This design comes from an exercise in tuning for small area, a short achievable clock period and few clock cycles per item on the open sky130 flow, not from production work.
In this exercise RTL edits were held to simulation tests only and were not proved equivalent to the original.
No activity file was given, so power comes from the tool's default toggle rates.

## run F
Design exu_alu, start of the top module:
module exu_alu (
  input  wire logic                    i_clk,
  input  wire logic                    i_reset,
  input  wire logic                    i_valid,
  output logic                         o_ready,
  input  wire exu_alu_pkg::exu_issue_t i_issue,
  output logic                         o_cmt_valid,
  input  wire logic                    i_cmt_ready,
  output exu_alu_pkg::exu_cmt_t        o_cmt,
  output logic                         o_wbck_valid,
  input  wire logic                    i_wbck_ready,
  output exu_alu_pkg::exu_wbck_t       o_wbck
);
  logic               is_bjp, is_mul, dp_alu, dp_bjp;
  logic               done, need_wbck, accept;
  logic               mul_done, taken;
  exu_alu_pkg::xlen_t alu_res, link, mul_s, mul_c, ext_res;
  assign is_bjp = ~i_issue.ilegl & ~i_issue.grp[1] &  i_issue.grp[0];
  assign is_mul = ~i_issue.ilegl &  i_issue.grp[1];
  assign dp_alu = ~i_issue.grp[1] & ~i_issue.grp[0];
  assign dp_bjp = ~i_issue.grp[1] &  i_issue.grp[0];
  exu_alu_rglr u_rglr (
    .i_op(i_issue.op), .i_alu(dp_alu), .i_bjp(i_issue.grp[0]), .i_mul(mul_done), .i_mul_s(mul_s), .i_mul_c(mul_c), .i_ext(ext_res), .i_rs1(i_issue.rs1), .i_rs2(i_issue.rs2), .i_imm(i_issue.imm),
    .o_res(alu_res), .o_taken(taken)
  );
  exu_alu_bjp u_bjp (
    .i_pc(i_issue.pc), .o_link(link)
  );
  exu_alu_muldiv u_muldiv (
    .i_clk, .i_reset,
    .i_start(i_valid & is_mul), .i_accept(accept),
    .i_rs1(i_issue.rs1), .i_rs2(i_issue.rs2),
    .o_done(mul_done), .o_s(mul_s), .o_c(mul_c)
  );
  assign done      = ~is_mul | mul_done;
  assign need_wbck = i_issue.rdwen & ~i_issue.ilegl;
  assign o_ready   = done & i_cmt_ready & (~need_wbck | i_wbck_ready);
  assign accept    = i_valid & o_ready;
  assign o_cmt_valid  = i_valid & done & (~need_wbck | i_wbck_ready);
  assign o_wbck_valid = i_valid & done & need_wbck & i_cmt_ready;
  assign o_cmt.pc     = i_issue.pc;
  assign o_cmt.pc_vld = 1'b1;
  assign o_cmt.bjp    = is_bjp;
  ...
For scale: roughly 1700 cells after synthesis, roughly 66 flip-flops, about 220 I/O pins, roughly 0.014 mm2 of cells after synthesis.
clock: 10.0 ns
lec_check: 0
cap_margin: 20
core_margin: 2
core_utilization: 40
setup_slack_margin: 3
slew_margin: 20
standard.sh (not shown) runs the stock make flow with config.mk's settings and CLKGATE_MAP_FILE= SYNTH_SCRIPT=/design/flow/synth_recipe.tcl, a recipe that flattens the netlist after the stock synthesis.
==> flow/flow/run.sh <==
#!/bin/bash
# ORFS layout as the standard.sh runs it, with two changes:
#  - the ports are buffered with buf_1 instead of the cell buffer_ports picks;
#  - synthesis maps logic with a shorter ABC script (delay-aware mapping, no SOP balancing loop) (flow/abc_map.script),
#    the rest of synthesis is synth_recipe.tcl unchanged.
set -euo pipefail
here=$(pwd)
export BUFFER_PORTS_ARGS="-buffer_cell sky130_fd_sc_hd__buf_1"
export OWN_ABC_SCRIPT="$here/flow/abc_map.script"
{
  cat <<'TCL'
proc abc {args} {
  set i [lsearch $args -script]
  if {$i >= 0} { lset args [expr {$i + 1}] $::env(OWN_ABC_SCRIPT) }
  yosys abc {*}$args
}
TCL
  cat synth_recipe.tcl
} > own_synth.tcl
sed "s#SYNTH_SCRIPT=[^ ]*#SYNTH_SCRIPT=$here/own_synth.tcl#" standard.sh > own_standard.sh
bash own_standard.sh > orfs_make.log 2>&1
==> flow/flow/abc_map.script <==
&get -n
&st
&dch
&nf
&put
buffer -c
topo
stime -c
upsize -c
dnsize -c
Testbench counts of run F, summed over its fixed seeds: cycles 4,972, items 3,200.
### run F -> run X
==> flow/flow/abc_map.script <==
&get -n
&st
&dch
&nf -a
&put
topo
stime -c
-- flow/config.mk --
<<< run F, line 10
export CORE_UTILIZATION = 40
export SETUP_SLACK_MARGIN = 3
export SLEW_MARGIN = 20
>>> run X, line 10
export CORE_UTILIZATION = 40
export SETUP_SLACK_MARGIN = 2.5
export SLEW_MARGIN = 20
Findings:
- In summary, run X completed successfully, with a layout that passed the timing, DRC and antenna checks.
- On count of clock-buffer cells in the layout, the lower figure sits with run F, not run X.
- Internal power component: run X vs run F down 5.2%
- Taking run F as the reference, in run X cell count shows a reduction of 86; non-clock buffer count shows a reduction of 21%; clock network fraction of design power shows an increase of 0.8 points; post-CTS setup buffer count shows a reduction of 46; x dimension of the die shows a reduction of 2.3%.
- Cell area reported after detailed placement on run X is up relative to run F.
- Fmax: run X below run F
- Diff run F -> run X | combinational group share of total power | decrease of 2.5 points
- Final worst setup slack was higher in run F than in run X.

[port drivers added, routing unchanged]
In the flow no input, the clock included, has a driving cell. The finished layouts below were timed again as built, in two steps. Step 1: set_driving_cell puts a clkbuf_16 on i_clk and a buf_2 on each other input, an assumption about the parent block. Step 2 times the ports against the registers' clock, not the clock port: input delays grow and output delays shrink by t, the midpoint of the rising clock arrivals with the driver on. Slacks: ideal / step 1 / step 2; pairs: ideal / step 1.
| run | t (ns) | setup slack, ns | worst setup path after step 2 | worst data-port slew with drivers (ns) |
|---|---|---|---|---|
| run F | 0.403 | 2.929 / 2.817 / 2.627 | input to register | 0.11 |
| run X | 0.384 | 2.633 / 2.587 / 2.282 | input to register | 0.09 |
After both steps setup and hold are still met in every run listed. For run X, which loses most, drivers alone change the setup slack by -0.046 ns; drivers and shift together by -0.351 ns.
